Background: an optimization exercise with open tools, aiming at small area, a short achievable clock period and few clock cycles per item. Do not read the settings as production practice. RTL that was checked went through simulation tests only; none was proved equivalent to the original. The RTL of runs 3 to 8 was laid out without a check of its function. Power and IR drop assume default switching activity.

==> design/flow/design.v <==
`default_nettype none
package trit_dma_pkg;
    typedef logic [128-1:0] mword_t;
    typedef logic [28-1:0] maddr_t;
    typedef logic [32-1:0] sword_t;
    typedef logic [3-1:0] saddr_t;
    typedef logic [1:0] trit_t;
    typedef logic [2*27-1:0] trit_row_t;
    typedef logic [63:0] tick_t;
    typedef enum logic [1:0] {
        IDLE,
        LOAD,
        STORE,
        DONE
    } seq_state_t;
endpackage
`default_nettype wire
`timescale 1ns/1ps
`default_nettype none
module trit_dma_top (
    input  wire                       i_clk,
    input  wire                       i_arst,
    output logic                      o_finish_int,
    input  wire                       i_slave_write,
    input  wire                       i_slave_read,
    input  trit_dma_pkg::saddr_t      i_slave_address,
    input  trit_dma_pkg::sword_t      i_slave_writedata,
    input  wire [32/8-1:0]   i_slave_byteenable,
    output trit_dma_pkg::sword_t      o_slave_readdata,
    output logic                      o_slave_waitrequest,
    output logic                      o_slave_readdatavalid,
    output trit_dma_pkg::maddr_t      o_master_address,
    output logic                      o_master_read,
    output logic                      o_master_write,
    output trit_dma_pkg::mword_t      o_master_writedata,
    output logic [16-1:0]      o_master_byteenable,
    input  wire                       i_master_waitrequest,
    input  trit_dma_pkg::mword_t      i_master_readdata,
    input  wire                       i_master_readdatavalid
);
    localparam int DEPTH = 3;           
    localparam int PTR_W = (DEPTH > 1) ? $clog2(DEPTH) : 1;
    localparam int NB    = 16;
    localparam int LASTW = 6 - 1;
    trit_dma_pkg::sword_t src_reg;
    trit_dma_pkg::sword_t dst_reg;
    trit_dma_pkg::tick_t  tick_cnt;
    logic                 busy;
    logic                 finish;
    logic                 first;      
    logic                 start;
    assign o_slave_waitrequest   = 1'b0;
    assign o_slave_readdatavalid = i_slave_read;
    assign o_finish_int          = finish;
    assign start = i_slave_write && (i_slave_address == 3'd0) &&
                   i_slave_byteenable[0] && i_slave_writedata[1];
    always_ff @(posedge i_clk or posedge i_arst) begin
        if (i_arst) begin
            src_reg <= '0;
            dst_reg <= '0;
        end else if (i_slave_write) begin
            for (int i = 0; i < 32/8; i++) begin
                if (i_slave_byteenable[i]) begin
                    if (i_slave_address == 3'd1) src_reg[8*i +: 8] <= i_slave_writedata[8*i +: 8];
                    if (i_slave_address == 3'd2) dst_reg[8*i +: 8] <= i_slave_writedata[8*i +: 8];
                end
            end
        end
    end
    always_ff @(posedge i_clk or posedge i_arst) begin
        if (i_arst) begin
            tick_cnt <= '0;
        end else if (first) begin
            tick_cnt <= '0;
        end else if (busy) begin
            tick_cnt <= tick_cnt + 1'b1;
        end
    end
    always_comb begin
        o_slave_readdata = '0;
        if (i_slave_read) begin
            case (i_slave_address)
                3'd0:      o_slave_readdata = {30'd0, busy, finish};
                3'd1:     o_slave_readdata = src_reg;
                3'd2:     o_slave_readdata = dst_reg;
                3'd3: o_slave_readdata = tick_cnt[31:0];
                3'd4: o_slave_readdata = tick_cnt[63:32];
                default:         o_slave_readdata = '0;
            endcase
        end
    end
    logic [2:0]       rd_idx;     
    logic [2:0]       wr_idx;     
    logic [1:0]       avail;      
    logic [1:0]       cred;       
    logic             rd_q;
    logic             wr_q;
    logic             rd_acc;
    logic             wr_acc;
    logic             last_wr;
    logic [2:0]       rd_idx_n;
    logic [2:0]       wr_idx_n;
    logic [1:0]       avail_n;
    logic [1:0]       cred_n;
    logic             room_n;
    assign o_master_read       = rd_q;
    assign o_master_write      = wr_q;
    assign rd_acc              = rd_q && !i_master_waitrequest;
    assign wr_acc              = wr_q && !i_master_waitrequest;
    assign last_wr             = wr_acc && (wr_idx == 3'(LASTW));
    assign o_master_byteenable = {16{1'b1}};
    assign o_master_address    = wr_q ? dst_reg[28-1:0] + 28'(wr_idx)
                                      : src_reg[28-1:0] + 28'(rd_idx);
    assign rd_idx_n = rd_idx + 3'(rd_acc);
    assign wr_idx_n = wr_idx + 3'(wr_acc);
    assign avail_n  = avail + 2'(i_master_readdatavalid) - 2'(wr_acc);
    assign cred_n   = cred - 2'(rd_acc) + 2'(wr_acc);
    assign room_n   = (rd_idx_n != 3'(LASTW + 1)) && (cred_n != 2'd0);
    always_ff @(posedge i_clk or posedge i_arst) begin
        if (i_arst) begin
            busy   <= 1'b0;
            finish <= 1'b0;
            first  <= 1'b0;
            rd_q   <= 1'b0;
            wr_q   <= 1'b0;
            rd_idx <= '0;
            wr_idx <= '0;
            avail  <= '0;
            cred   <= '0;
        end else begin
            first <= start;
            if (start) begin
                busy   <= 1'b1;
                finish <= 1'b0;
                rd_q   <= 1'b1;
                wr_q   <= 1'b0;
                rd_idx <= '0;
                wr_idx <= '0;
                avail  <= '0;
                cred   <= 2'(DEPTH);
            end else begin
                rd_idx <= rd_idx_n;
                wr_idx <= wr_idx_n;
                avail  <= avail_n;
                cred   <= cred_n;
                if (last_wr) begin
                    busy   <= 1'b0;
                    finish <= 1'b1;
                    rd_q   <= 1'b0;
                    wr_q   <= 1'b0;
                end else if (busy) begin
                    rd_q <= (rd_q && i_master_waitrequest) ||
                            (!(wr_q && i_master_waitrequest) && room_n);
                    wr_q <= (wr_q && i_master_waitrequest) ||
                            (!(rd_q && i_master_waitrequest) && !room_n && (avail_n != 2'd0));
                end
            end
        end
    end
    logic [2*NB-1:0]  buf_q [DEPTH];
    logic [DEPTH-1:0] rx_sel;     
    logic [DEPTH-1:0] wr_sel;     
    logic             tail_ok;    
    always_ff @(posedge i_clk or posedge i_arst) begin
        if (i_arst) begin
            rx_sel <= DEPTH'(1);
            wr_sel <= DEPTH'(1);
        end else if (start) begin
            rx_sel <= DEPTH'(1);
            wr_sel <= DEPTH'(1);
        end else begin
            if (i_master_readdatavalid) rx_sel <= {rx_sel[DEPTH-2:0], rx_sel[DEPTH-1]};
            if (wr_acc) wr_sel <= {wr_sel[DEPTH-2:0], wr_sel[DEPTH-1]};
        end
    end
    always_ff @(posedge i_clk) begin
        for (int e = 0; e < DEPTH; e++) begin
            if (i_master_readdatavalid && rx_sel[e]) begin
                for (int j = 0; j < NB; j++) buf_q[e][2*j +: 2] <= i_master_readdata[8*j +: 2];
            end
        end
    end
    assign tail_ok = (wr_idx != 3'(LASTW));
    always_comb begin
        logic [1:0] t;
        for (int j = 0; j < NB; j++) begin
            t = '0;
            for (int e = 0; e < DEPTH; e++) begin
                if (wr_sel[e] && (j == 0 || e != (LASTW % DEPTH) || tail_ok)) t = t | buf_q[e][2*j +: 2];
            end
            o_master_writedata[8*j +: 8] = {{6{t[1]}}, t};
        end
    end
endmodule
`default_nettype wire
==> design/flow/run.sh <==
#!/bin/bash
# synth_recipe.tcl (not shown) runs the flow's synth.tcl, then flattens the netlist and writes it again
# the make line also repeats each setting of config.mk as NAME=value (left out here)
make -C /OpenROAD-flow-scripts/flow DESIGN_CONFIG=/design/flow/config.mk WORK_HOME=/design/flow/orfs CLKGATE_MAP_FILE= SYNTH_SCRIPT=/design/flow/synth_recipe.tcl finish
==> design/flow/config.mk <==
export PLATFORM = sky130hd
export DESIGN_NAME = trit_dma_top
export DESIGN_NICKNAME = trit_dma_top
export VERILOG_FILES = /design/flow/design.v
export SDC_FILE = /design/flow/constraint.sdc
export NUM_CORES = 4
export LEC_CHECK = 0
export CAP_MARGIN = 20
export CORE_MARGIN = 2
export CORE_UTILIZATION = 40
export SETUP_SLACK_MARGIN = 1.5
export SLEW_MARGIN = 20
==> design/flow/constraint.sdc <==
create_clock -name core_clock -period 5.0 [get_ports {i_clk}]
set_input_delay 1.0000 -clock core_clock [delete_from_list [all_inputs] [get_ports {i_clk}]]
set_output_delay 1.0000 -clock core_clock [all_outputs]
set_load 0.01 [all_outputs]
==> qor.yml, run 1 <==
synth:
  ys.flop_type: "dfrtp_1"
  yosysSeqAreaShare_pct: 49.0
  async_reset_ff_share_pct: 60.8
  netlist_instances: 1254
  synthAdderAreaFrac_pct: 1.69
  synth.distinct_cells: 63
  synthMuxAreaShare_pct: 7.30
  synth_edf_count: 96
  synthXorXnorAreaFrac_pct: 5.77
  ys_ff_latch: 245
  syn_area_um2: 13500
  synth.avg_cell_area_um2: 10.8
  synth_compound_area_share_pct: 11.7
  yosys_warnings: 2
  synth_top_family_by_area: "simple AND/OR/NAND/NOR gates"
  synth_simple_gate_area_share_pct: 14.5
clock_network:
  numCtsBuffers: 27
  clk_latency_ps: 560
  cts.path.max_buffers: 3
  cts_tree: "yes"
  clockRootBuffer: "clkbuf_16"
  cts.reportedPaths.clkPinSlew_ps: 60
  cts_htree_levels: 1
  cts.sinks: 245
  postCtsHoldBufs: 0
power_and_ir_drop:
  peakVddDrop_mv: 0.266
  p_per_area_nw_per_um2: 480
  power_frac_comb_pct: 43.7
  p_int_mw: 5.59
  power_switching_mw: 3.05
  p_total_mw: 8.63
  clkPwrFrac_pct: 23.5
  power.leakage_nw: 8.60
  swShare_pct: 35.3
  sequentialPowerShare_pct: 32.8
detailed_routing:
  drtAntennaViolNets: 0
  highest_layer: "met5"
  wl_met1_um: 17500
  route.vias.total: 10900
  wl_met3_um: 2930
  wl_um: 41500
  post_drt_wl_per_cell_um: 21.4
  routed_via_density: 5.60
  drtIter0Drc: 879
  first_pass_iters: 5
  dr_wl_met2_um: 19700
  drcViolationCount: 0
worst_setup_path:
  worstPathArrival_ps: 2750
  critPathMaxFanout: 8
  end_kind: "primary output"
  crit_type: "reg -> out"
  crit_required_ps: 4000
  setup.worst_path.start_class: "register"
run:
  cap_violations: 0
global_route:
  grt_antenna_before_repair: 2
  gr-total-overflow: 0
  grt_pass1_wl_um: 62000
  grt_pass1_vias: 10400
  track_usage_pct: 22.5
  grt_max_degree: 70
timing:
  post-route-min-period_ps: 3750
  max_freq_mhz: 267
  period_share_pct: 74.9
  setup_violations: 0
  fin_hold_ws_ps: 508
  slew_viol_final: 0
  hold_viol: 0
  relSlewSlack_pct: 39.4
  worst_pin_slew_ps: 907
  rsz0062_at_grt: "true"
  finClkSkew_ps: 13.1
  fin_tns_setup_ps: 0
layout:
  regMostFlops: "buf_q"
  largestRegisters: "buf_q (96), tick_cnt (64)"
  largest_reg_flops: 96
  mostFrequentLayoutCells: "dfrtp_1, dlymetal6s2s_1, edfxtp_1"
  drive_gt1_share_pct: 23.9
  area_growth_pct: 33.2
  n_antenna_cell: 0
  post-route-util_pct: 53.9
  fin_cells: 1943
  layout_commonest_cell: "dfrtp_1"
  nNetsFinal: 1664
min_path:
  hold_path_class: "reg -> reg"
placed_design:
  gp_congestion: 0.879
  portBuffers: 268
  dp.cells: 1824
  place_hpwl_um: 27600
floorplan:
  die_height_um: 188
  initial_core_util_pct: 40.5
  dieArea_um2: 35200
  die_w_um: 188
  io_pins: 382
  std_cell_rows: 67
  core_um2: 33400
run_status:
  status: "finished clean"
power groups by stage:
stage / Sequential, mW / Combinational, mW / Clock [mW]
final: 2.83 / 3.77 / 2.03
after global routing: 2.88 / 4.07 / 2.15
after CTS: 2.84 / 3.66 / 2.06
after detailed placement: 2.85 / 3.58 / 0
after global placement: 2.84 / 3.54 / 0
after floorplan: 2.59 / 2.38 / 0
layer usage:
layer | global-route usage [%] | vias up
met4 | 7.27 | 4
met2 | 37.2 | 464
met3 | 4.38 | 73
met5 | 0 | -
met1 | 29.8 | 5366
li1 | - | 4967
cell families after synthesis:
logic type      count (synthesis)
compound gates                226
xor+xnor                       89
fa+ha+maj                      17
buf+inv                       238
flops                         245
mux                            90
other cells                     2
simple gates                  347
cell type report:
class,count,area (um^2)
timing repair buffer,356,3600
sequential,245,6630
inverter,58,221
clock buffer,33,728
tap,448,561
multi-input combinational,786,6070
clock inverter,17,171
fill,2959,15400
per-stage QoR:
step | setup WS, ps | cell area, um^2
finish | 1250 | 18000
global route | 1160 | 18000
CTS | 1230 | 17400
detailed placement | 547 | 15900
global placement | 521 | 15900
floorplan | 1590 | 13600
synthesized netlist by cell type, types with 2 or more instances:
cell        n  area, um^2
dfrtp_1   147        3680
buf_4     114         856
edfxtp_1   96        2880
a21oi_1    69         345
mux2_2     68         766
a22oi_1    64         480
nor2_1     63         236
inv_1      58         218
clkbuf_1   57         214
nand2_1    51         191
nand4_1    49         307
xor2_1     48         420
nand3_1    42         210
xnor2_1    41         359
a222oi_1   32         320
and3_1     22         138
mux2i_1    22         220
nor4_1     22         138
o21ai_0    19        95.1
or4_1      19         143
o31ai_1    17         128
ha_1       15         188
and2_1     14        87.6
nor2b_1    13        81.3
and4_1     11        96.3
nor3_1     10        50.1
nand2b_1    7        43.8
or3_1       7        43.8
o211ai_1    5        37.5
buf_1       4        15.0
a21o_1      3        22.5
buf_6       3        33.8
a211o_1     2        17.5
conb_1      2        7.51
dfstp_2     2        52.6
fa_1        2        40.0
nand4_2     2        25.0
nand4_4     2        42.5
nand4b_1    2        17.5
nor3b_1     2        15.0
o21a_1      2        15.0
o22a_1      2        17.5
o41ai_1     2        17.5
critical path, stage by stage, from the launching register on:
cell and delay [ps]:
dfrtp_2 480, and4_1 370, nand3_2 370, nor4_4 390, xnor2_1 100, mux2i_1 290
buf_2 200
worst paths after layout:
| check | from | endpoint | slack, ps | depth (start not counted) |
|---|---|---|---|---|
| worst min register to register | rx_sel[1] | rx_sel[1] | 510 | 2 |
| worst max register to register | tick_cnt[8] | tick_cnt[50] | 1950 | 5 |
| max in group asynchronous | i_arst | dst_reg[11] | 3280 | 3 |
| worst max-delay path | src_reg[5] | o_master_address[24] | 1250 | 6 |
| min in group asynchronous | i_arst | tick_cnt[34] | 870 | 2 |
| worst min-delay path | rx_sel[1] | rx_sel[1] | 510 | 2 |
repair_timing:
item                       4_1_cts  5_1_grt
gates resized for setup        309      162
setup endpoints to repair      177      160
gates cloned                     5        1
pin swaps                       40       41
setup buffers                   31       32
Testbench counts, summed over its fixed seeds: cycles 5,654, transfers 320.
==> run 2: changes to the inputs <==
--- a/design/flow/config.mk
+++ b/design/flow/config.mk
@@ -8,5 +8,4 @@
 export CAP_MARGIN = 20
 export CORE_MARGIN = 2
 export CORE_UTILIZATION = 40
-export SETUP_SLACK_MARGIN = 1.5
 export SLEW_MARGIN = 20
==> run 2 against run 1 <==
  * Non-clock buffer count is 69 lower
  * Still clean on timing, DRC and antenna
  * Synthesized cell count stayed put
  * Worst setup slack worse by 920 ps
==> qor.yml, run 2 <==
run_status:
  status: "finished clean"
floorplan:
  initial_core_util_pct: 40.5
  die_w_um: 188
  core_um2: 33400
  std_cell_rows: 67
  io_pins: 382
  dieArea_um2: 35200
  die_height_um: 188
synth:
  netlist_instances: 1254
  yosysMostFrequentCell: "dfrtp_1"
  synth.distinct_cells: 63
  synthDominantCellAreaShare_pct: 27.2
  yosys_warnings: 2
  yosys.area.top_type: "dfrtp_1"
  synthTopCellsByArea: "dfrtp_1, edfxtp_1, buf_4, mux2_2, a22oi_1"
  synth_edf_count: 96
  yosysSeqAreaShare_pct: 49.0
  synth_commonest_cells: "dfrtp_1, buf_4, edfxtp_1"
  async_reset_ff_share_pct: 60.8
  ys.flop_type: "dfrtp_1"
  syn_area_um2: 13500
  synth.avg_cell_area_um2: 10.8
  ys_ff_latch: 245
power_and_ir_drop:
  p_per_area_nw_per_um2: 500
  p_int_mw: 5.53
  clkPwrFrac_pct: 24.1
  power_switching_mw: 2.85
  sequentialPowerShare_pct: 33.6
  power.leakage_nw: 6.40
  power_frac_comb_pct: 42.2
  swShare_pct: 34.0
  peakVddDrop_mv: 0.349
layout:
  multi_input_area_um2: 5610
  largestRegisters: "buf_q (96), tick_cnt (64)"
  layout_commonest_cell: "clkdlybuf4s50_1"
  seq_area_um2: 6620
  nNetsFinal: 1595
  final_area_um2: 16800
  drive_gt1_share_pct: 10.4
  fill_cells: 3074
  regMostFlops: "buf_q"
  area_growth_pct: 24.2
  largest_reg_flops: 96
  n_antenna_cell: 0
  mostFrequentLayoutCells: "clkdlybuf4s50_1, dfrtp_1, edfxtp_1"
timing:
  period_share_pct: 93.3
  rsz0062_at_grt: "false"
  slew_viol_final: 0
  setup_violations: 0
  worst_pin_slew_ps: 978
  relSlewSlack_pct: 34.8
  hold_viol: 0
  finClkSkew_ps: 18.2
  fin_tns_setup_ps: 0
  max_freq_mhz: 214
  post-route-min-period_ps: 4660
worst_setup_path:
  crit_type: "reg -> out"
  critPathMaxFanout: 6
  end_kind: "primary output"
  worstPathArrival_ps: 3660
  crit_required_ps: 4000
  setup.worst_path.start_class: "register"
global_route:
  grt_max_degree: 70
  track_usage_pct: 21.5
  grt_antenna_before_repair: 2
  grt_pass1_wl_um: 59600
  grt_pass1_vias: 10100
  gr-total-overflow: 0
clock_network:
  numCtsBuffers: 27
  post_cts_buffers: 0
  clk_latency_ps: 560
  clockRootBuffer: "clkbuf_16"
  cts.reportedPaths.clkPinSlew_ps: 60
  cts.repair.resized: 0
  cts.path.max_buffers: 3
  cts_htree_levels: 1
  cts.sinks: 245
  postCtsHoldBufs: 0
  cts_tree: "yes"
detailed_routing:
  post_drt_wl_per_cell_um: 20.7
  route.vias.total: 10500
  routed_via_density: 5.59
  first_pass_iters: 5
  drcViolationCount: 0
  drtIter0Drc: 842
  wl_um: 38900
  drtAntennaViolNets: 0
placed_design:
  portBuffers: 268
  gp_congestion: 0.879
  place_hpwl_um: 27600
  dpl_cell_area_um2: 15900
run:
  cap_violations: 0
min_path:
  hold_path_class: "reg -> reg"
-- run 2: cell families (layout without fill, tap and decap cells) --
| family | after synthesis | after routing | synth area share (%) |
|---|---|---|---|
| adder cells (fa/ha/maj) | 17 | 17 | 1.69 |
| XOR/XNOR | 89 | 89 | 5.77 |
| buffers and inverters | 238 | 395 | 10.0 |
| AO/OA/AOI/OAI | 226 | 226 | 11.7 |
| multiplexers | 90 | 90 | 7.30 |
| AND/OR/NAND/NOR | 347 | 347 | 14.5 |
| flip-flops | 245 | 245 | 49.0 |
| other | 2 | 17 | 0.0556 |
-- run 2: path summary, 6_finish.rpt --
| check | cells after the start | slack (ps) | end | start |
|---|---|---|---|---|
| worst max-delay path | 9 | 340 | o_master_address[18] | src_reg[0] |
| worst min-delay path | 2 | 510 | rx_sel[1] | rx_sel[1] |
| worst max register to register | 5 | 1920 | tick_cnt[50] | tick_cnt[8] |
| worst min register to register | 2 | 510 | rx_sel[1] | rx_sel[1] |
| max in group asynchronous | 3 | 3320 | dst_reg[11] | i_arst |
| min in group asynchronous | 2 | 880 | tick_cnt[34] | i_arst |
-- run 2: area by class of cell --
class | count | area share [%]
tap | 448 | 3.34
inverter | 58 | 1.32
multi-input combinational | 786 | 33.4
clock buffer | 33 | 4.34
timing repair buffer | 287 | 17.1
sequential | 245 | 39.5
clock inverter | 17 | 1.02
-- run 2: routing by layer --
layer  GRT usage (%)  up-vias  routed length (um)
met5               0        -                  23
met4            7.18        4                1260
met3            4.06       72                2730
met2            35.1      436               18100
met1            28.8     5143               16700
li1                -     4825                   -
-- run 2: worst max-delay path, stage by stage, from the launching register on --
cell,delay (ps)
dfrtp_1,390
ha_1,220
inv_1,70
fa_1,380
nand2b_1,210
a21oi_1,640
nand4_1,200
xor2_1,180
mux2i_1,210
clkdlybuf4s50_1,620
-- run 2: power groups by stage --
stage | combinational (mW) | sequential, mW | clock [mW]
2_1_floorplan | 2.38 | 2.59 | 0
3_3_place_gp | 3.54 | 2.84 | 0
3_5_place_dp | 3.58 | 2.85 | 0
4_1_cts | 3.59 | 2.82 | 2.06
5_1_grt | 3.82 | 2.87 | 2.15
6_report | 3.54 | 2.82 | 2.02
-- run 2: stage by stage --
step                      util (%)  power, mW  cells  hold WS [ps]  setup WS, ps
after floorplan                  -       4.97   1269           474          1590
after global placement        47.6       6.38   1824           490           521
after detailed placement      47.6       6.43   1824           496           547
after CTS                     50.3       8.47   1874           510           320
after global routing          50.3       8.84   1874           523           179
final                         50.3       8.38   1874           508           337
==> run 3: changes to the inputs <==
--- a/design/flow/design.v
+++ b/design/flow/design.v
@@ -103,19 +103,34 @@
     logic [1:0]       avail_n;
     logic [1:0]       cred_n;
     logic             room_n;
+    logic             rd_n;
+    logic             wr_n;
+    trit_dma_pkg::maddr_t addr_q;     
     assign o_master_read       = rd_q;
     assign o_master_write      = wr_q;
     assign rd_acc              = rd_q && !i_master_waitrequest;
     assign wr_acc              = wr_q && !i_master_waitrequest;
     assign last_wr             = wr_acc && (wr_idx == 3'(LASTW));
     assign o_master_byteenable = {16{1'b1}};
-    assign o_master_address    = wr_q ? dst_reg[28-1:0] + 28'(wr_idx)
-                                      : src_reg[28-1:0] + 28'(rd_idx);
+    assign o_master_address    = addr_q;
     assign rd_idx_n = rd_idx + 3'(rd_acc);
     assign wr_idx_n = wr_idx + 3'(wr_acc);
     assign avail_n  = avail + 2'(i_master_readdatavalid) - 2'(wr_acc);
     assign cred_n   = cred - 2'(rd_acc) + 2'(wr_acc);
     assign room_n   = (rd_idx_n != 3'(LASTW + 1)) && (cred_n != 2'd0);
+    assign rd_n     = (rd_q && i_master_waitrequest) ||
+                      (!(wr_q && i_master_waitrequest) && room_n);
+    assign wr_n     = (wr_q && i_master_waitrequest) ||
+                      (!(rd_q && i_master_waitrequest) && !room_n && (avail_n != 2'd0));
+    always_ff @(posedge i_clk) begin
+        if (start) begin
+            addr_q <= src_reg[28-1:0];
+        end else if (wr_n) begin
+            addr_q <= dst_reg[28-1:0] + 28'(wr_idx_n);
+        end else begin
+            addr_q <= src_reg[28-1:0] + 28'(rd_idx_n);
+        end
+    end
     always_ff @(posedge i_clk or posedge i_arst) begin
         if (i_arst) begin
             busy   <= 1'b0;
@@ -149,10 +164,8 @@
                     rd_q   <= 1'b0;
                     wr_q   <= 1'b0;
                 end else if (busy) begin
-                    rd_q <= (rd_q && i_master_waitrequest) ||
-                            (!(wr_q && i_master_waitrequest) && room_n);
-                    wr_q <= (wr_q && i_master_waitrequest) ||
-                            (!(rd_q && i_master_waitrequest) && !room_n && (avail_n != 2'd0));
+                    rd_q <= rd_n;
+                    wr_q <= wr_n;
                 end
             end
         end
--- a/design/flow/config.mk
+++ b/design/flow/config.mk
@@ -8,4 +8,5 @@
 export CAP_MARGIN = 20
 export CORE_MARGIN = 2
 export CORE_UTILIZATION = 40
+export SETUP_SLACK_MARGIN = 1.5
 export SLEW_MARGIN = 20
==> run 3 against run 2 <==
  * Still clean on timing, DRC and antenna
  * Via count increased by 7.5%
  * Combinational power rose by 14%
  * Die area up 5.1%
  * Core utilization rose by 0.88 points
  * Worst hold slack improved by 1.7 ps
  * Wire length rose by 5.0%
  * Sequential cell count up 28
  * Clock power is 14% higher
  * Total power rose by 13%
  * Critical path type unchanged
  * Critical endpoint is now o_master_writedata[91]
==> qor.yml, run 3 <==
synth:
  syn_area_um2: 14200
  yosys.area.top_type: "dfrtp_1"
  synth.distinct_cells: 72
  synth_edf_count: 96
  yosysMostFrequentCell: "dfrtp_1"
  netlist_instances: 1334
  synth.avg_cell_area_um2: 10.7
  synth_compound_area_share_pct: 15.0
  yosysSeqAreaShare_pct: 50.5
  synthDominantCellAreaShare_pct: 25.9
  yosys_warnings: 2
  synth_top_family_by_area: "compound AO/OA/AOI/OAI gates"
  synthTopCellsByArea: "dfrtp_1, edfxtp_1, buf_4, mux2_2, dfxtp_1"
  ys.flop_type: "dfrtp_1"
  async_reset_ff_share_pct: 54.6
  synthMuxAreaShare_pct: 5.54
  synth_commonest_cells: "dfrtp_1, buf_4, edfxtp_1"
  ys_ff_latch: 273
  synthAdderAreaFrac_pct: 1.60
  synthXorXnorAreaFrac_pct: 3.46
  synth_simple_gate_area_share_pct: 13.8
timing:
  rsz0062_at_grt: "true"
  finClkSkew_ps: 21.1
  fin_tns_setup_ps: 0
  hold_viol: 0
  relSlewSlack_pct: 26.2
  setup_ws_ps: 1460
  slew_viol_final: 0
  max_freq_mhz: 283
  worst_pin_slew_ps: 1100
  period_share_pct: 70.7
  setup_violations: 0
  post-route-min-period_ps: 3540
floorplan:
  initial_core_util_pct: 40.2
  die_w_um: 192
  die_height_um: 192
  std_cell_rows: 69
  io_pins: 382
  dieArea_um2: 37000
  core_um2: 35300
worst_setup_path:
  crit_chain: "nand3b_1 -> and2_4 -> buf_12 -> a222oi_1 -> inv_1 -> buf_6 -> buf_6 -> buf_6 -> buf_2"
  end_kind: "primary output"
  crit_required_ps: 4000
  setup.worst_path.start_class: "register"
  crit_type: "reg -> out"
  critPathMaxFanout: 12
  worstPathArrival_ps: 2540
  slowest_delay_ps: 450
  cp_slowest_cell: "a222oi_1"
  critPathMostFrequentCell: "buf_6"
detailed_routing:
  dr_wl_met2_um: 19700
  highest_layer: "met5"
  first_pass_iters: 7
  drcViolationCount: 0
  drtIter0Drc: 832
  wl_met3_um: 3230
  post_drt_wl_per_cell_um: 20.3
  drtAntennaViolNets: 0
  wl_um: 40800
  route.vias.total: 11300
  wl_met1_um: 16600
  routed_via_density: 5.61
layout:
  fill_cells: 3189
  mostFrequentLayoutCells: "dfrtp_1, clkdlybuf4s50_1, edfxtp_1"
  layout_commonest_cell: "dfrtp_1"
  largest_reg_flops: 96
  multi_input_area_um2: 5820
  regMostFlops: "buf_q"
  nNetsFinal: 1711
  largestRegisters: "buf_q (96), tick_cnt (64)"
  seq_area_um2: 7180
  drive_gt1_share_pct: 16.8
  final_area_um2: 18100
  area_growth_pct: 27.1
placed_design:
  portBuffers: 268
  pre_cts_ws_ps: 421
  dpl_cell_area_um2: 16600
  gp_congestion: 0.840
  place_hpwl_um: 27600
run_status:
  status: "finished clean"
global_route:
  track_usage_pct: 21.5
  grt_max_degree: 150
  gr-total-overflow: 0
  grt_antenna_before_repair: 4
  grt_pass1_vias: 10600
  grt_pass1_wl_um: 61100
run:
  cap_violations: 0
power_and_ir_drop:
  peakVddDrop_mv: 0.317
  power.leakage_nw: 7.77
  p_per_area_nw_per_um2: 523
clock_network:
  numCtsBuffers: 30
  clockRootBuffer: "clkbuf_16"
  cts_tree: "yes"
  cts.path.max_buffers: 3
  cts.reportedPaths.clkPinSlew_ps: 60
  cts_htree_levels: 1
  clk_latency_ps: 570
  cts.sinks: 273
min_path:
  hold_path_class: "reg -> reg"
==> run 3: cell count changes after synthesis, sizes merged, moves of 9 or more <==
| cell | previous run | this run |
|---|---|---|
| or4 | 20 | 29 |
| nand4 | 53 | 36 |
| mux2i | 22 | 10 |
| xnor2 | 41 | 23 |
| dfxtp | 0 | 28 |
| o21ai | 19 | 35 |
| a21oi | 69 | 85 |
| nor3 | 11 | 20 |
| buf | 122 | 133 |
| xor2 | 48 | 28 |
==> run 3: logic make-up after synthesis <==
group	Yosys count
multiplexers	71
flip-flops	273
AND/OR/NAND/NOR	359
AO/OA/AOI/OAI	305
other	2
buffers and inverters	254
adder cells (fa/ha/maj)	17
XOR/XNOR	53
==> run 3: final cells by class <==
| cell class | instances | area share (%) |
|---|---|---|
| antenna | 2 | 0.0277 |
| clock buffer | 32 | 4.20 |
| clock inverter | 24 | 1.54 |
| inverter | 58 | 1.23 |
| multi-input combinational | 822 | 32.2 |
| sequential | 273 | 39.8 |
| tap | 461 | 3.19 |
| timing repair buffer | 336 | 17.8 |
==> run 3: path summary, 6_finish.rpt <==
path	cells after the start	start	to	slack [ps]
max	9	wr_idx[1]	o_master_writedata[91]	1460
min	1	dst_reg[31]	dst_reg[31]	510
max reg2reg	10	rd_q	addr_q[27]	1790
min reg2reg	1	dst_reg[31]	dst_reg[31]	510
max in group asynchronous	3	i_arst	wr_sel[1]	3290
min in group asynchronous	3	i_arst	tick_cnt[33]	1030
==> run 3: what timing repair did <==
item | in CTS | in global routing
gates resized for setup | 206 | 115
endpoints found under the setup margin | 176 | 134
pin swaps | 22 | 22
cloned | 3 | 0
buffers inserted | 24 | 14
hold buffers | 0 | 0
==> run 3: critical path: cells and delay by family, from the launching register on <==
family,cells,cell delay [ps]
AND/OR/NAND/NOR,2,350
AO/OA/AOI/OAI,1,450
buffers and inverters,6,790
flip-flops,1,370
==> run 3: where the power goes <==
part	leakage, nW	switching [mW]	internal [mW]
Sequential	3.02	0.373	2.73
Combinational	4.26	2.02	2.01
Clock	0.489	0.934	1.36
==> run 3: metal layers <==
metal | track usage (%) | vias up
met5 | 0 | -
met4 | 7.16 | 4
met3 | 4.31 | 63
met2 | 36.4 | 466
met1 | 27.5 | 5486
li1 | - | 5242
==> run 3: metrics by stage <==
stage,util [%],power [mW],hold WS [ps],instances
5_1_grt,51.1,10.0,529,2006
4_1_cts,50.7,9.42,511,1992
6_report,51.1,9.44,510,2008
3_3_place_gp,47.0,7.09,491,1909
3_5_place_dp,47.0,7.13,501,1909
2_1_floorplan,-,5.59,474,1349
==> run 4: changes to the inputs <==
==> design/flow/flow/run.sh (new file) <==
#!/bin/bash
set -euo pipefail
cd "$(dirname "$0")/.."
bash standard.sh BUFFER_PORTS_ARGS="-buffer_cell sky130_fd_sc_hd__buf_2" finish > standard_flow.log 2>&1
==> design/flow/standard.sh (new file) <==
#!/bin/bash
# synth_recipe.tcl (not shown) runs the flow's synth.tcl, then flattens the netlist and writes it again
# the make line also repeats each setting of config.mk as NAME=value (left out here)
make -C /OpenROAD-flow-scripts/flow DESIGN_CONFIG=/design/flow/config.mk WORK_HOME=/design/flow/orfs CLKGATE_MAP_FILE= SYNTH_SCRIPT=/design/flow/synth_recipe.tcl "${@:-finish}"
removed: design/flow/run.sh
==> run 4 against run 3 <==
  * Highest routed layer unchanged
  * Critical path type is now in -> out
  * Largest cell class unchanged
  * Non-clock buffer count fell by 41
  * Worst hold slack got worse by 1.1 ps
  * Clock power rose by 5%
  * Critical endpoint is now o_slave_readdata[10]
  * Cell area fell by 9.0%
  * Still clean on timing, DRC and antenna
  * Sequential share of layout area rose by 3.9 points
  * Total power fell by 6.2%
  * Critical path depth fell by 2
==> qor.yml, run 4 <==
run_status:
  status: "finished clean"
worst_setup_path:
  slowest_delay_ps: 270
  cp_num_buf_inv: 3
  cp_slowest_cell: "a21oi_1"
  worstPathArrival_ps: 2410
  critPathMaxFanout: 34
  setup.worst_path.start_class: "primary input"
  crit_required_ps: 4000
  end_kind: "primary output"
  critPathMostFrequentCell: "buf_2"
  crit_chain: "buf_2 -> nor2b_4 -> nor2b_2 -> buf_12 -> a22oi_1 -> a21oi_1 -> buf_2"
  crit_type: "in -> out"
  critPathTopFamily: "buffers and inverters"
global_route:
  grt_antenna_before_repair: 10
  grt_pass1_wl_um: 59000
  grt_pass1_vias: 10200
  gr-total-overflow: 0
  track_usage_pct: 20.5
  grt_max_degree: 150
detailed_routing:
  dr_wl_met2_um: 18700
  drtAntennaViolNets: 0
  drtIter0Drc: 904
  routed_via_density: 5.61
  wl_met1_um: 16200
  highest_layer: "met5"
  route.vias.total: 11100
  drcViolationCount: 0
  post_drt_wl_per_cell_um: 19.8
  first_pass_iters: 7
  wl_met3_um: 2850
  wl_um: 39100
layout:
  layout_commonest_cell: "buf_2"
  drive_gt1_share_pct: 29.3
  largest_reg_flops: 96
  regMostFlops: "buf_q"
  nNetsFinal: 1671
  mostFrequentLayoutCells: "buf_2, dfrtp_1, edfxtp_1"
  area_growth_pct: 15.6
  largestRegisters: "buf_q (96), tick_cnt (64)"
synth:
  syn_area_um2: 14200
  synth.distinct_cells: 72
  async_reset_ff_share_pct: 54.6
  netlist_instances: 1334
  yosys.area.top_type: "dfrtp_1"
  ys_ff_latch: 273
  yosysSeqAreaShare_pct: 50.5
  synth_commonest_cells: "dfrtp_1, buf_4, edfxtp_1"
  yosysMostFrequentCell: "dfrtp_1"
  synth.avg_cell_area_um2: 10.7
  synth_edf_count: 96
  synthTopCellsByArea: "dfrtp_1, edfxtp_1, buf_4, mux2_2, dfxtp_1"
  ys.flop_type: "dfrtp_1"
  synthDominantCellAreaShare_pct: 25.9
  yosys_warnings: 2
placed_design:
  portBuffers: 268
  place_hpwl_um: 27100
  gp_congestion: 0.858
timing:
  slew_viol_final: 0
  max_freq_mhz: 293
  worst_pin_slew_ps: 946
  period_share_pct: 68.2
  relSlewSlack_pct: 36.9
  rsz0062_at_grt: "false"
  post-route-min-period_ps: 3410
  finClkSkew_ps: 21.3
  hold_viol: 0
  fin_hold_ws_ps: 509
  setup_violations: 0
  fin_tns_setup_ps: 0
clock_network:
  cts.path.max_buffers: 3
  postCtsHoldBufs: 0
  cts.sinks: 273
  cts_htree_levels: 1
  numCtsBuffers: 31
  clockRootBuffer: "clkbuf_16"
  cts.reportedPaths.clkPinSlew_ps: 60
  cts_tree: "yes"
  clk_latency_ps: 560
power_and_ir_drop:
  peakVddDrop_mv: 0.361
  p_per_area_nw_per_um2: 539
  p_total_mw: 8.85
  power.leakage_nw: 6.99
floorplan:
  dieArea_um2: 37000
  std_cell_rows: 69
  die_height_um: 192
  die_w_um: 192
  initial_core_util_pct: 40.2
  io_pins: 382
  core_um2: 35300
min_path:
  hold_path_class: "reg -> reg"
run:
  cap_violations: 0
## run 4: power breakdown
part           total [mW]  internal (mW)  leakage, nW  switching, mW
sequential           3.10           2.73         3.02          0.368
clock                2.42           1.47        0.533          0.957
combinational        3.33           1.40         3.44           1.93
## run 4: kinds of logic after synthesis
logic type / share of synthesized area, %
XOR/XNOR: 3.46
AND/OR/NAND/NOR: 13.8
multiplexers: 5.54
AO/OA/AOI/OAI: 15.0
other: 0.0529
adder cells (fa/ha/maj): 1.60
flip-flops: 50.5
buffers and inverters: 9.98
## run 4: final cells by class
class	count	area, um^2
Antenna cell	7	17.5
Sequential cell	273	7180
Clock inverter	23	292
Clock buffer	34	797
Multi-Input combinational cell	822	5770
Tap cell	461	577
Fill cell	3333	18900
Timing Repair Buffer	295	1580
Inverter	58	221
## run 4: through the flow
stage                     area [um^2]  cells  util (%)  setup WS (ps)
after floorplan                 14300   1349         -           1520
after global placement          15200   1905      43.0            741
after detailed placement        15200   1905      43.0            798
after CTS                       16300   1963      46.3           1510
after global routing            16400   1969      46.5           1490
final                           16400   1973      46.5           1590
## run 4: final timing paths
kind	start	end	depth (start not counted)	slack [ps]
setup reg to reg	rd_q	addr_q[27]	10	1730
min in group asynchronous	i_arst	tick_cnt[39]	3	620
hold reg to reg	dst_reg[29]	dst_reg[29]	1	510
max in group asynchronous	i_arst	first	3	3610
setup / recovery	i_slave_address[0]	o_slave_readdata[10]	7	1590
hold / removal	dst_reg[29]	dst_reg[29]	1	510
## run 4: per-layer routing
metal | up-vias | GRT usage, %
li1 | 5163 | -
met2 | 466 | 34.0
met4 | 8 | 7.08
met5 | - | 0
met3 | 66 | 4.00
met1 | 5364 | 26.9
## run 4: what timing repair did
| action | 4_1_cts | 5_1_grt |
|---|---|---|
| endpoints found under the setup margin | 145 | 37 |
| setup buffers | 1 | 3 |
| pin swaps | 2 | 4 |
| resized for setup | 12 | 13 |
==> run 5: changes to the inputs <==
--- a/design/flow/config.mk
+++ b/design/flow/config.mk
@@ -8,5 +8,5 @@
 export CAP_MARGIN = 20
 export CORE_MARGIN = 2
 export CORE_UTILIZATION = 40
-export SETUP_SLACK_MARGIN = 1.5
+export SETUP_SLACK_MARGIN = 2.3
 export SLEW_MARGIN = 20
==> run 5 against run 4 <==
  * Combinational power up 64%
  * Die area unchanged
  * Sequential power is essentially flat
  * Core utilization up 8.9 points
  * Still clean on timing, DRC and antenna
==> qor.yml, run 5 <==
clock_network:
  numCtsBuffers: 30
  clockRootBuffer: "clkbuf_16"
  cts.path.max_buffers: 3
  clk_latency_ps: 560
  cts.reportedPaths.clkPinSlew_ps: 60
  cts_htree_levels: 1
  cts_tree: "yes"
  cts.sinks: 273
synth:
  synth.distinct_cells: 72
  yosysSeqAreaShare_pct: 50.5
  ys.flop_type: "dfrtp_1"
  yosys.area.top_type: "dfrtp_1"
  yosysMostFrequentCell: "dfrtp_1"
  synth.avg_cell_area_um2: 10.7
  synth_commonest_cells: "dfrtp_1, buf_4, edfxtp_1"
  async_reset_ff_share_pct: 54.6
  netlist_instances: 1334
  synthTopCellsByArea: "dfrtp_1, edfxtp_1, buf_4, mux2_2, dfxtp_1"
  ys_ff_latch: 273
  synth_edf_count: 96
  yosys_warnings: 2
  synthDominantCellAreaShare_pct: 25.9
  syn_area_um2: 14200
detailed_routing:
  first_pass_iters: 5
  route.vias.total: 12100
  drtAntennaViolNets: 0
  drcViolationCount: 0
  post_drt_wl_per_cell_um: 21.6
  routed_via_density: 5.78
  drtIter0Drc: 1024
  wl_um: 45200
global_route:
  gr-total-overflow: 0
  track_usage_pct: 22.9
  grt_pass1_vias: 11100
  grt_max_degree: 77
  grt_pass1_wl_um: 65600
  grt_antenna_before_repair: 5
layout:
  fill_cells: 2966
  regMostFlops: "buf_q"
  layout_commonest_cell: "buf_2"
  fin_cells: 2089
  largest_reg_flops: 96
  area_growth_pct: 37.6
  nNetsFinal: 1792
  final_area_um2: 19600
  mostFrequentLayoutCells: "buf_2, dfrtp_1, buf_6"
  largestRegisters: "buf_q (96), tick_cnt (64)"
  drive_gt1_share_pct: 45.0
floorplan:
  io_pins: 382
  core_um2: 35300
  die_w_um: 192
  initial_core_util_pct: 40.2
  std_cell_rows: 69
  die_height_um: 192
  dieArea_um2: 37000
run_status:
  status: "finished clean"
timing:
  finClkSkew_ps: 11.2
  setup_violations: 0
  post-route-min-period_ps: 3370
  relSlewSlack_pct: 44.0
  worst_pin_slew_ps: 833
  hold_viol: 0
  max_freq_mhz: 297
  fin_hold_ws_ps: 398
  slew_viol_final: 0
  period_share_pct: 67.3
  fin_tns_setup_ps: 0
  rsz0062_at_grt: "true"
placed_design:
  gp_congestion: 0.836
  dpl_cell_area_um2: 15700
  portBuffers: 268
  dp.cells: 1899
  place_hpwl_um: 26900
worst_setup_path:
  end_kind: "primary output"
  r2r-end: "addr_q[21]"
  reg2reg_from: "wr_q"
  crit_type: "reg -> out"
  reg2reg_depth: 11
  rrSetupSlack_ps: 2110
  setup.worst_path.start_class: "register"
  critPathMaxFanout: 7
  crit_required_ps: 4000
  worstPathArrival_ps: 2370
power_and_ir_drop:
  p_per_area_nw_per_um2: 558
  peakVddDrop_mv: 0.378
  power.leakage_nw: 8.02
run:
  cap_violations: 0
min_path:
  hold_path_class: "in -> async"
run 5: cells by family after synthesis:
kind of cell,after synthesis,synth area share (%)
simple gates,359,13.8
flops,273,50.5
other cells,2,0.0529
xor+xnor,53,3.46
buf+inv,254,9.98
mux,71,5.54
fa+ha+maj,17,1.60
compound gates,305,15.0
run 5: layout make-up:
class                      count  area, um^2  area share, %
sequential                   273        7180           36.7
multi-input combinational    829        6940           35.5
timing repair buffer         410        3580           18.3
clock buffer                  41         896           4.58
tap                          461         577           2.95
inverter                      58         225           1.15
clock inverter                15         159          0.813
antenna                        2        5.00         0.0256
run 5: worst max-delay path by stage:
stage,start,endpoint,slack [ps],cells past startpoint
after floorplan,i_master_waitrequest,addr_q[27],1810,10
after global placement,i_master_waitrequest,addr_q[17],930,11
after detailed placement,i_master_waitrequest,addr_q[17],880,11
after CTS,wr_idx[1],o_master_writedata[119],1680,6
after global routing,wr_idx[1],o_master_writedata[109],1550,8
final,wr_idx[1],o_master_writedata[9],1630,6
run 5: timing repair:
item,CTS,global route
resized for setup,179,130
hold buffers,0,0
setup buffers,84,22
pin swaps,91,55
setup endpoints to repair,202,216
gates cloned,20,5
endpoints found under the hold margin,0,0
run 5: report_power, final:
part | total, mW | internal (mW) | switching [mW] | leakage [nW]
Combinational | 5.47 | 2.75 | 2.72 | 4.48
Clock | 2.33 | 1.41 | 0.926 | 0.524
Sequential | 3.11 | 2.73 | 0.381 | 3.02
run 5: per-stage QoR:
step | worst slack [ps] | utilization (%) | power, mW
final | 1630 | 55.4 | 10.9
after global routing | 1550 | 55.4 | 11.5
after CTS | 1680 | 52.7 | 10.1
after detailed placement | 877 | 44.3 | 6.51
after global placement | 927 | 44.3 | 6.46
after floorplan | 1810 | - | 5.80
run 5: routing by layer:
metal	GRT usage (%)	routed length (um)	vias to the layer above
li1	-	-	5416
met1	30.1	18400	6014
met2	38.5	21700	552
met3	5.07	3950	88
met4	5.52	1140	6
met5	0	43	-
run 5: critical path: stages (launching register included):
cell and delay, ps:
dfrtp_1 410, nand3b_1 200, and2_4 210, buf_4 170, a222oi_1 450, inv_2 200, buf_6 170
==> run 6: changes to the inputs <==
--- a/design/flow/config.mk
+++ b/design/flow/config.mk
@@ -8,5 +8,5 @@
 export CAP_MARGIN = 20
 export CORE_MARGIN = 2
 export CORE_UTILIZATION = 40
-export SETUP_SLACK_MARGIN = 2.3
+export SETUP_SLACK_MARGIN = 2.0
 export SLEW_MARGIN = 20
==> run 6 against run 5 <==
  * Non-clock buffer count shrank 47
  * Cell count fell by 2.2%
  * Sequential power about the same
  * Fmax increased by 1.3%
  * Critical path depth grew 3
  * Worst setup slack better by 44 ps
==> qor.yml, run 6 <==
run_status:
  status: "finished clean"
worst_setup_path:
  critPathMaxFanout: 5
  crit_type: "in -> out"
  critPathLaunch: "i_slave_address[0]"
  critPathCapture: "o_slave_readdata[5]"
  crit_required_ps: 4000
  reg2reg_from: "wr_q"
  r2r-end: "addr_q[18]"
  reg2reg_depth: 12
  setup.worst_path.start_class: "primary input"
  end_kind: "primary output"
  rrSetupSlack_ps: 2060
  worstPathArrival_ps: 2320
synth:
  yosysMostFrequentCell: "dfrtp_1"
  ys_ff_latch: 273
  async_reset_ff_share_pct: 54.6
  synth_commonest_cells: "dfrtp_1, buf_4, edfxtp_1"
  synthTopCellsByArea: "dfrtp_1, edfxtp_1, buf_4, mux2_2, dfxtp_1"
  netlist_instances: 1334
  yosys.area.top_type: "dfrtp_1"
  ys.flop_type: "dfrtp_1"
  yosysSeqAreaShare_pct: 50.5
  synthDominantCellAreaShare_pct: 25.9
  yosys_warnings: 2
  synth_edf_count: 96
  synth.avg_cell_area_um2: 10.7
  syn_area_um2: 14200
  synth.distinct_cells: 72
clock_network:
  cts.path.max_buffers: 3
  clk_latency_ps: 580
  cts.sinks: 273
  clockRootBuffer: "clkbuf_16"
  numCtsBuffers: 31
  cts_tree: "yes"
  cts.reportedPaths.clkPinSlew_ps: 60
  cts_htree_levels: 1
  postCtsHoldBufs: 0
placed_design:
  gp_congestion: 0.829
  dp.cells: 1900
  place_hpwl_um: 27700
  portBuffers: 268
timing:
  worst_pin_slew_ps: 1060
  max_freq_mhz: 301
  setup_violations: 0
  finClkSkew_ps: 16.1
  slew_viol_final: 0
  fin_hold_ws_ps: 516
  rsz0062_at_grt: "true"
  post-route-min-period_ps: 3320
  relSlewSlack_pct: 28.8
  hold_viol: 0
  fin_tns_setup_ps: 0
  period_share_pct: 66.5
power_and_ir_drop:
  peakVddDrop_mv: 0.419
  power.leakage_nw: 7.66
  p_total_mw: 9.86
  p_per_area_nw_per_um2: 528
layout:
  multi_input_area_um2: 6510
  largestRegisters: "buf_q (96), tick_cnt (64)"
  fill_cells: 3041
  nNetsFinal: 1743
  seq_area_um2: 7180
  mostFrequentLayoutCells: "buf_2, dfrtp_1, edfxtp_1"
  regMostFlops: "buf_q"
  area_growth_pct: 31.3
  layout_commonest_cell: "buf_2"
  fin_cells: 2042
  drive_gt1_share_pct: 40.0
  largest_reg_flops: 96
global_route:
  gr-total-overflow: 0
  grt_pass1_vias: 10900
  track_usage_pct: 23.2
  grt_antenna_before_repair: 5
  grt_pass1_wl_um: 65700
  grt_max_degree: 150
detailed_routing:
  wl_um: 44700
  first_pass_iters: 6
  drcViolationCount: 0
  drtAntennaViolNets: 0
  post_drt_wl_per_cell_um: 21.9
  route.vias.total: 11800
  drtIter0Drc: 1149
  routed_via_density: 5.79
floorplan:
  die_w_um: 192
  io_pins: 382
  std_cell_rows: 69
  die_height_um: 192
  dieArea_um2: 37000
  initial_core_util_pct: 40.2
  core_um2: 35300
min_path:
  hold_path_class: "reg -> reg"
run:
  cap_violations: 0
==> run 6: cell counts after synthesis <==
Identical to the previous run, type by type.
==> run 6: cell type report <==
class                   instances  area share, %
multi-input cells             826           34.9
clock buffers                  41           4.70
repair buffers                363           16.7
clock inverters                17          0.879
well taps                     461           3.09
flip-flops and latches        273           38.5
diodes                          3         0.0403
inverters                      58           1.20
==> run 6: repair_timing <==
item                                    CTS  global route
endpoints found under the setup margin  185           185
gates resized for setup                 131           103
gates cloned                             13             3
pin swaps                                63            46
buffers inserted                         39            26
==> run 6: power by group <==
part / switching [mW] / leakage, nW / internal [mW]
clock network: 0.953 / 0.509 / 1.34
registers: 0.397 / 3.02 / 2.73
logic: 2.33 / 4.13 / 2.10
==> run 6: worst min-delay path by stage <==
stage	from	endpoint	slack (ps)	cells after the start
after floorplan	rx_sel[2]	rx_sel[2]	470	2
after global placement	rx_sel[1]	rx_sel[1]	490	2
after detailed placement	dst_reg[30]	dst_reg[30]	500	1
after CTS	dst_reg[30]	dst_reg[30]	510	1
after global routing	dst_reg[30]	dst_reg[30]	550	1
final	rx_sel[1]	rx_sel[1]	520	2
==> run 6: cells by family (layout without fill, tap and decap cells) <==
logic type               Yosys count  count (layout)  synth area share (%)
flip-flops                       273             273                  50.5
other                              2              20                0.0529
buffers and inverters            254             479                  9.98
adder cells (fa/ha/maj)           17              17                  1.60
multiplexers                      71              71                  5.54
AND/OR/NAND/NOR                  359             363                  13.8
AO/OA/AOI/OAI                    305             305                  15.0
XOR/XNOR                          53              53                  3.46
==> run 6: routing by layer <==
layer / track usage [%] / wire (um) / vias to the layer above
li1: - / - / 5316
met5: 0 / 22 / -
met1: 29.7 / 17600 / 5862
met3: 4.80 / 3650 / 80
met2: 39.7 / 22100 / 556
met4: 6.46 / 1340 / 4
==> run 6: stage by stage <==
stage / instance area [um^2] / util, % / worst slack [ps]
2_1_floorplan: 14800 / - / 1790
3_3_place_gp: 15500 / 44.0 / 1050
3_5_place_dp: 15500 / 44.0 / 1010
4_1_cts: 17800 / 50.4 / 1750
5_1_grt: 18600 / 52.8 / 1620
6_report: 18600 / 52.8 / 1680
==> run 6: critical path: stages <==
cell	delay [ps]
buf_12	110
nor2b_4	130
nor2b_4	140
buf_12	140
buf_12	120
buf_16	140
a22oi_2	300
a21oi_2	80
buf_2	150
==> run 7: changes to the inputs <==
--- a/design/flow/config.mk
+++ b/design/flow/config.mk
@@ -10,3 +10,4 @@
 export CORE_UTILIZATION = 40
 export SETUP_SLACK_MARGIN = 2.0
 export SLEW_MARGIN = 20
+export TNS_END_PERCENT = 0
==> run 7 against run 6 <==
  * Area after synthesis stayed put
  * Via count down 4.3%
  * Register-to-register slack worse by 180 ps
  * Critical endpoint is now o_slave_readdata[27]
  * Largest power group unchanged
==> qor.yml, run 7 <==
layout:
  layout_commonest_cell: "buf_2"
  regMostFlops: "buf_q"
  drive_gt1_share_pct: 31.6
  largestRegisters: "buf_q (96), tick_cnt (64)"
  mostFrequentLayoutCells: "buf_2, dfrtp_1, edfxtp_1"
  area_growth_pct: 19.2
  largest_reg_flops: 96
  nNetsFinal: 1686
  fill_cells: 3253
synth:
  synthTopCellsByArea: "dfrtp_1, edfxtp_1, buf_4, mux2_2, dfxtp_1"
  yosysSeqAreaShare_pct: 50.5
  synthDominantCellAreaShare_pct: 25.9
  synthAdderAreaFrac_pct: 1.60
  async_reset_ff_share_pct: 54.6
  ys.flop_type: "dfrtp_1"
  netlist_instances: 1334
  synth_simple_gate_area_share_pct: 13.8
  synth.distinct_cells: 72
  synthMuxAreaShare_pct: 5.54
  synth_commonest_cells: "dfrtp_1, buf_4, edfxtp_1"
  synthXorXnorAreaFrac_pct: 3.46
  yosys_warnings: 2
  yosysMostFrequentCell: "dfrtp_1"
  yosys.area.top_type: "dfrtp_1"
  syn_area_um2: 14200
  synth.avg_cell_area_um2: 10.7
  synth_top_family_by_area: "compound AO/OA/AOI/OAI gates"
  synth_edf_count: 96
  synth_compound_area_share_pct: 15.0
  ys_ff_latch: 273
global_route:
  grtUsageMet2_pct: 36.4
  gr-total-overflow: 0
  track_usage_pct: 21.4
  grt_pass1_wl_um: 61100
  grt_antenna_before_repair: 6
  met3_usage_pct: 4.24
  grt_use_met1_pct: 27.3
  grt_pass1_vias: 10600
  grt_max_degree: 150
  busiest_layer: "met2"
clock_network:
  clockRootBuffer: "clkbuf_16"
  numCtsBuffers: 31
  cts.sinks: 273
  cts_htree_levels: 1
  cts_tree: "yes"
  clk_latency_ps: 560
  cts.reportedPaths.clkPinSlew_ps: 60
  cts.path.max_buffers: 3
  postCtsHoldBufs: 0
worst_setup_path:
  crit_chain: "buf_4 -> nor2b_4 -> and2_1 -> buf_6 -> a22oi_1 -> a21oi_1 -> buf_2"
  slowest_delay_ps: 260
  crit_required_ps: 4000
  cp_slowest_cell: "buf_6"
  crit_type: "in -> out"
  setup.worst_path.start_class: "primary input"
  critPathMaxFanout: 30
  end_kind: "primary output"
  worstPathArrival_ps: 2290
floorplan:
  initial_core_util_pct: 40.2
  io_pins: 382
  die_height_um: 192
  std_cell_rows: 69
  die_w_um: 192
  dieArea_um2: 37000
  core_um2: 35300
min_path:
  hold_path_class: "reg -> reg"
detailed_routing:
  wl_um: 40800
  drcViolationCount: 0
  post_drt_wl_per_cell_um: 20.5
  drtAntennaViolNets: 0
  first_pass_iters: 5
  route.vias.total: 11300
  drtIter0Drc: 870
  routed_via_density: 5.69
timing:
  relSlewSlack_pct: 32.2
  finClkSkew_ps: 13.9
  setup_ws_ps: 1710
  rsz0062_at_grt: "true"
  hold_viol: 0
  post-route-min-period_ps: 3290
  slew_viol_final: 0
  period_share_pct: 65.9
  fin_tns_setup_ps: 0
  setup_violations: 0
  max_freq_mhz: 304
  worst_pin_slew_ps: 1010
placed_design:
  gp_congestion: 0.844
  pre_cts_ws_ps: 711
  place_hpwl_um: 27300
  portBuffers: 268
power_and_ir_drop:
  peakVddDrop_mv: 0.363
  p_per_area_nw_per_um2: 540
  power.leakage_nw: 7.17
run_status:
  status: "finished clean"
run:
  cap_violations: 0
[run 7: cell counts after synthesis]
No cell type changed its count.
[run 7: stage by stage]
| stage | cells | cell area (um^2) | power [mW] | utilization, % | hold WS, ps |
|---|---|---|---|---|---|
| 6_report | 1987 | 16900 | 9.14 | 47.9 | 508 |
| 5_1_grt | 1983 | 16900 | 9.74 | 47.9 | 530 |
| 4_1_cts | 1979 | 16800 | 9.16 | 47.7 | 511 |
| 3_5_place_dp | 1904 | 15200 | 6.39 | 43.0 | 496 |
| 3_3_place_gp | 1904 | 15200 | 6.35 | 43.0 | 490 |
| 2_1_floorplan | 1349 | 14300 | 5.59 | - | 474 |
[run 7: area by class of cell]
type	count	area, um^2	share of cell area [%]
inverters	58	221	1.31
clock inverters	23	330	1.95
flip-flops and latches	273	7180	42.4
multi-input cells	824	5970	35.3
diodes	5	12.5	0.0739
well taps	461	577	3.41
repair buffers	308	1820	10.7
clock buffers	35	821	4.85
[run 7: per-layer routing]
metal	vias up	wire length, um	share of wire [%]
li1	5193	-	-
met1	5569	16600	41
met2	473	19800	49
met3	68	3030	7.4
met4	2	1370	3.4
met5	-	9	0.022
[run 7: repair_timing]
action	in CTS	in global routing
pin swaps	17	10
gates cloned	6	0
hold endpoints to repair	0	0
resized for setup	68	16
buffers inserted	11	3
endpoints found under the setup margin	200	200
[run 7: final timing paths]
kind                                    start                    to  slack (ps)  depth (start not counted)
setup / recovery           i_slave_address[2]  o_slave_readdata[27]        1710                          7
setup reg to reg                         rd_q            addr_q[20]        1880                         10
min in group asynchronous              i_arst           tick_cnt[7]         670                          3
hold reg to reg                   dst_reg[29]           dst_reg[29]         510                          1
max in group asynchronous              i_arst                 first        3690                          3
hold / removal                    dst_reg[29]           dst_reg[29]         510                          1
[run 7: critical path: cells and delay by family]
family	cells	cell delay, ps
buffers and inverters	3	580
AO/OA/AOI/OAI	2	400
AND/OR/NAND/NOR	2	290
[run 7: power breakdown]
group	internal [mW]	leakage (nW)	switching (mW)	total [mW]
Clock	1.59	0.554	0.932	2.52
Sequential	2.73	3.02	0.392	3.13
Combinational	1.50	3.59	1.99	3.49
[run 7: kinds of logic (layout without fill, tap and decap cells)]
logic type	after synthesis	count (layout)
other cells	2	22
buf+inv	254	424
mux	71	71
xor+xnor	53	53
compound gates	305	305
fa+ha+maj	17	17
flops	273	273
simple gates	359	361
==> run 8: changes to the inputs <==
--- a/design/flow/config.mk
+++ b/design/flow/config.mk
@@ -5,6 +5,7 @@
 export SDC_FILE = /design/flow/constraint.sdc
 export NUM_CORES = 4
 export LEC_CHECK = 0
+export ABC_AREA = 1
 export CAP_MARGIN = 20
 export CORE_MARGIN = 2
 export CORE_UTILIZATION = 40
==> run 8 against run 7 <==
  * Still clean
  * Via count increased by 27%
  * Sequential cell count unchanged
  * Fmax up 0.96%
  * Worst setup slack gained 31 ps
  * Critical path type unchanged
  * Largest cell class unchanged
  * Highest routed layer is now met4
==> qor.yml, run 8 <==
layout:
  multi_input_area_um2: 7150
  area_growth_pct: 18.4
  mostFrequentLayoutCells: "nand2_1, buf_2, inv_1"
  fin_cells: 2819
  seq_area_um2: 7180
  regMostFlops: "buf_q"
  fill_cells: 3905
  layout_commonest_cell: "nand2_1"
  drive_gt1_share_pct: 21.2
  largest_reg_flops: 96
  largestRegisters: "buf_q (96), tick_cnt (64)"
  nNetsFinal: 2458
synth:
  synthDominantCellAreaShare_pct: 23.1
  synth.avg_cell_area_um2: 7.61
  yosysSeqAreaShare_pct: 45.1
  yosys.area.top_type: "dfrtp_1"
  syn_area_um2: 15900
  synth_edf_count: 96
  ys_ff_latch: 273
  synth.distinct_cells: 46
  yosys_warnings: 2
  synth_commonest_cells: "nand2_1, inv_1, nor2_1"
  ys.flop_type: "dfrtp_1"
  synthTopCellsByArea: "dfrtp_1, edfxtp_1, nand2_1, buf_4, inv_1"
  netlist_instances: 2093
  yosysMostFrequentCell: "nand2_1"
  async_reset_ff_share_pct: 54.6
power_and_ir_drop:
  power.leakage_nw: 8.69
  peakVddDrop_mv: 0.245
  p_per_area_nw_per_um2: 459
  p_total_mw: 8.65
floorplan:
  die_height_um: 203
  core_um2: 39500
  die_w_um: 203
  io_pins: 382
  initial_core_util_pct: 40.2
  std_cell_rows: 73
  dieArea_um2: 41400
timing:
  period_share_pct: 65.3
  fin_tns_setup_ps: 0
  setup_violations: 0
  post-route-min-period_ps: 3260
  worst_pin_slew_ps: 1010
  rsz0062_at_grt: "true"
  hold_viol: 0
  relSlewSlack_pct: 32.6
  fin_hold_ws_ps: 485
  finClkSkew_ps: 17.4
  slew_viol_final: 0
  max_freq_mhz: 306
global_route:
  gr-total-overflow: 0
  busiest_layer: "met2"
  grt_max_degree: 150
  grtUsageMet2_pct: 40.0
  grt_use_met1_pct: 32.5
  met3_usage_pct: 4.41
  grt_pass1_wl_um: 77400
  grt_antenna_before_repair: 2
  track_usage_pct: 24.4
  grt_pass1_vias: 13600
clock_network:
  cts_tree: "yes"
  cts.reportedPaths.clkPinSlew_ps: 50
  clk_latency_ps: 540
  clockRootBuffer: "clkbuf_16"
  cts.path.max_buffers: 3
  numCtsBuffers: 34
  postCtsHoldBufs: 0
  cts_htree_levels: 2
  cts.sinks: 273
placed_design:
  place_hpwl_um: 37000
  portBuffers: 268
  gp_congestion: 0.937
  dp.cells: 2733
worst_setup_path:
  cp_slowest_cell: "buf_12"
  reg2reg_depth: 13
  crit_type: "in -> out"
  r2r-end: "addr_q[14]"
  slowest_delay_ps: 220
  rrSetupSlack_ps: 2210
  setup.worst_path.start_class: "primary input"
  crit_chain: "buf_16 -> inv_8 -> nand3_4 -> buf_12 -> o22ai_2 -> a221oi_1 -> nor2_2 -> buf_2"
  critPathMaxFanout: 8
  crit_required_ps: 4000
  reg2reg_from: "wr_q"
  worstPathArrival_ps: 2260
  end_kind: "primary output"
detailed_routing:
  routed_via_density: 5.09
  route.vias.total: 14400
  wl_um: 50600
  drcViolationCount: 0
  drtIter0Drc: 1147
  drtAntennaViolNets: 0
  first_pass_iters: 5
  post_drt_wl_per_cell_um: 18.0
run:
  cap_violations: 0
min_path:
  hold_path_class: "reg -> reg"
  whs_path_depth: 2
  hp-start: "src_reg[28]"
  hold_end: "src_reg[28]"
run_status:
  status: "finished clean"
==> run 8: cell types whose count changed in the layout (fill, tap and decap cells not counted), moves of 20 or more <==
cell      before  now
o21ai_0       35  112
nand2_1       59  598
o31ai_1       25    0
a22oi_1       55    0
inv_1         55  232
mux2_2        61    0
nor2_1        65  221
nand3_1       37  165
nand3b_1       1   21
nor2_2         1   24
a222oi_1      33    0
or4_1         26    0
a21oi_1       78   41
==> run 8: routing by layer <==
metal	wire length, um	part of all wire (%)
met1	22000	43
met2	23300	46
met3	3750	7.4
met4	1620	3.2
met5	0	0
==> run 8: where the power goes <==
group          internal, mW  switching, mW
clock                  1.42          0.976
combinational          1.14           1.97
sequential             2.70          0.447
total                  5.25           3.39
==> run 8: cell type report <==
cell class	instances	area share, %
multi-input cells	1410	37.9
well taps	525	3.48
inverters	246	5.10
flip-flops and latches	273	38.1
diodes	1	0.0133
clock buffers	46	5.13
clock inverters	15	0.630
repair inverters	2	0.0730
repair buffers	301	9.57
==> run 8: worst max path at each step <==
stage / startpoint / to / slack (ps) / cells past startpoint
4_1_cts: wr_idx[0] / o_master_writedata[32] / 1780 / 6
2_1_floorplan: i_slave_address[2] / o_slave_readdata[12] / 1980 / 5
5_1_grt: i_slave_address[2] / o_slave_readdata[29] / 1720 / 8
3_5_place_dp: i_master_waitrequest / addr_q[0] / 1070 / 16
3_3_place_gp: i_master_waitrequest / addr_q[14] / 1140 / 16
6_report: i_slave_address[2] / o_slave_readdata[5] / 1740 / 8
==> run 8: what timing repair did <==
item,4_1_cts,5_1_grt
endpoints found under the setup margin,188,188
resized for setup,98,16
buffers inserted,13,3
pin swaps,11,7
cloned,7,1
hold endpoints to repair,0,0
==> run 8: kinds of logic (layout without fill, tap and decap cells) <==
family	after synthesis	after routing	share of synthesized area (%)
simple gates	1120	1122	30.5
flops	273	273	45.1
fa+ha+maj	17	17	1.43
other cells	2	18	0.0472
compound gates	227	227	8.21
xor+xnor	27	27	1.53
buf+inv	427	610	13.2
==> run 8: per-stage QoR <==
| step | area [um^2] | util (%) | setup WS [ps] |
|---|---|---|---|
| final | 18900 | 47.7 | 1740 |
| after global routing | 18900 | 47.7 | 1720 |
| after CTS | 18700 | 47.4 | 1780 |
| after detailed placement | 16900 | 42.7 | 1070 |
| after global placement | 16900 | 42.7 | 1140 |
| after floorplan | 16000 | - | 1980 |
==> run 8: critical path, delay by kind of cell <==
| kind | cells | cell delay, ps |
|---|---|---|
| simple gates | 2 | 390 |
| buf+inv | 4 | 580 |
| compound gates | 2 | 270 |

what the ideal ports hide:
No port has a modelled driver above. Below, the same layouts with a new extraction and two added sets of constraints. Step 1: set_driving_cell puts a clkbuf_16 on i_clk and a buf_2 on each other input, an assumption about the parent block. Step 2, shift: input delay + t, output delay - t, t = (earliest + latest rising clock arrival at the registers) / 2. This alone moves slack from input paths to output paths. Slacks: ideal / step 1 / step 2; pairs: ideal / step 1.
run	t (ns)	setup WS [ns]	pins driven straight from the clock port
run 1	0.603	1.254 / 1.203 / 1.408	1
run 2	0.599	0.337 / 0.288 / 0.531	1
run 3	0.606	1.464 / 1.415 / 1.017	1
run 4	0.601	1.589 / 1.491 / 1.053	1
run 5	0.607	1.633 / 1.583 / 1.401	1
run 6	0.621	1.677 / 1.584 / 1.384	1
run 7	0.601	1.705 / 1.620 / 1.184	1
run 8	0.587	1.737 / 1.648 / 1.494	1
After both steps setup and hold are still met in every run listed. The setup slack of run 4, which loses most, moves by -0.098 ns with the drivers and by -0.536 ns with both steps.
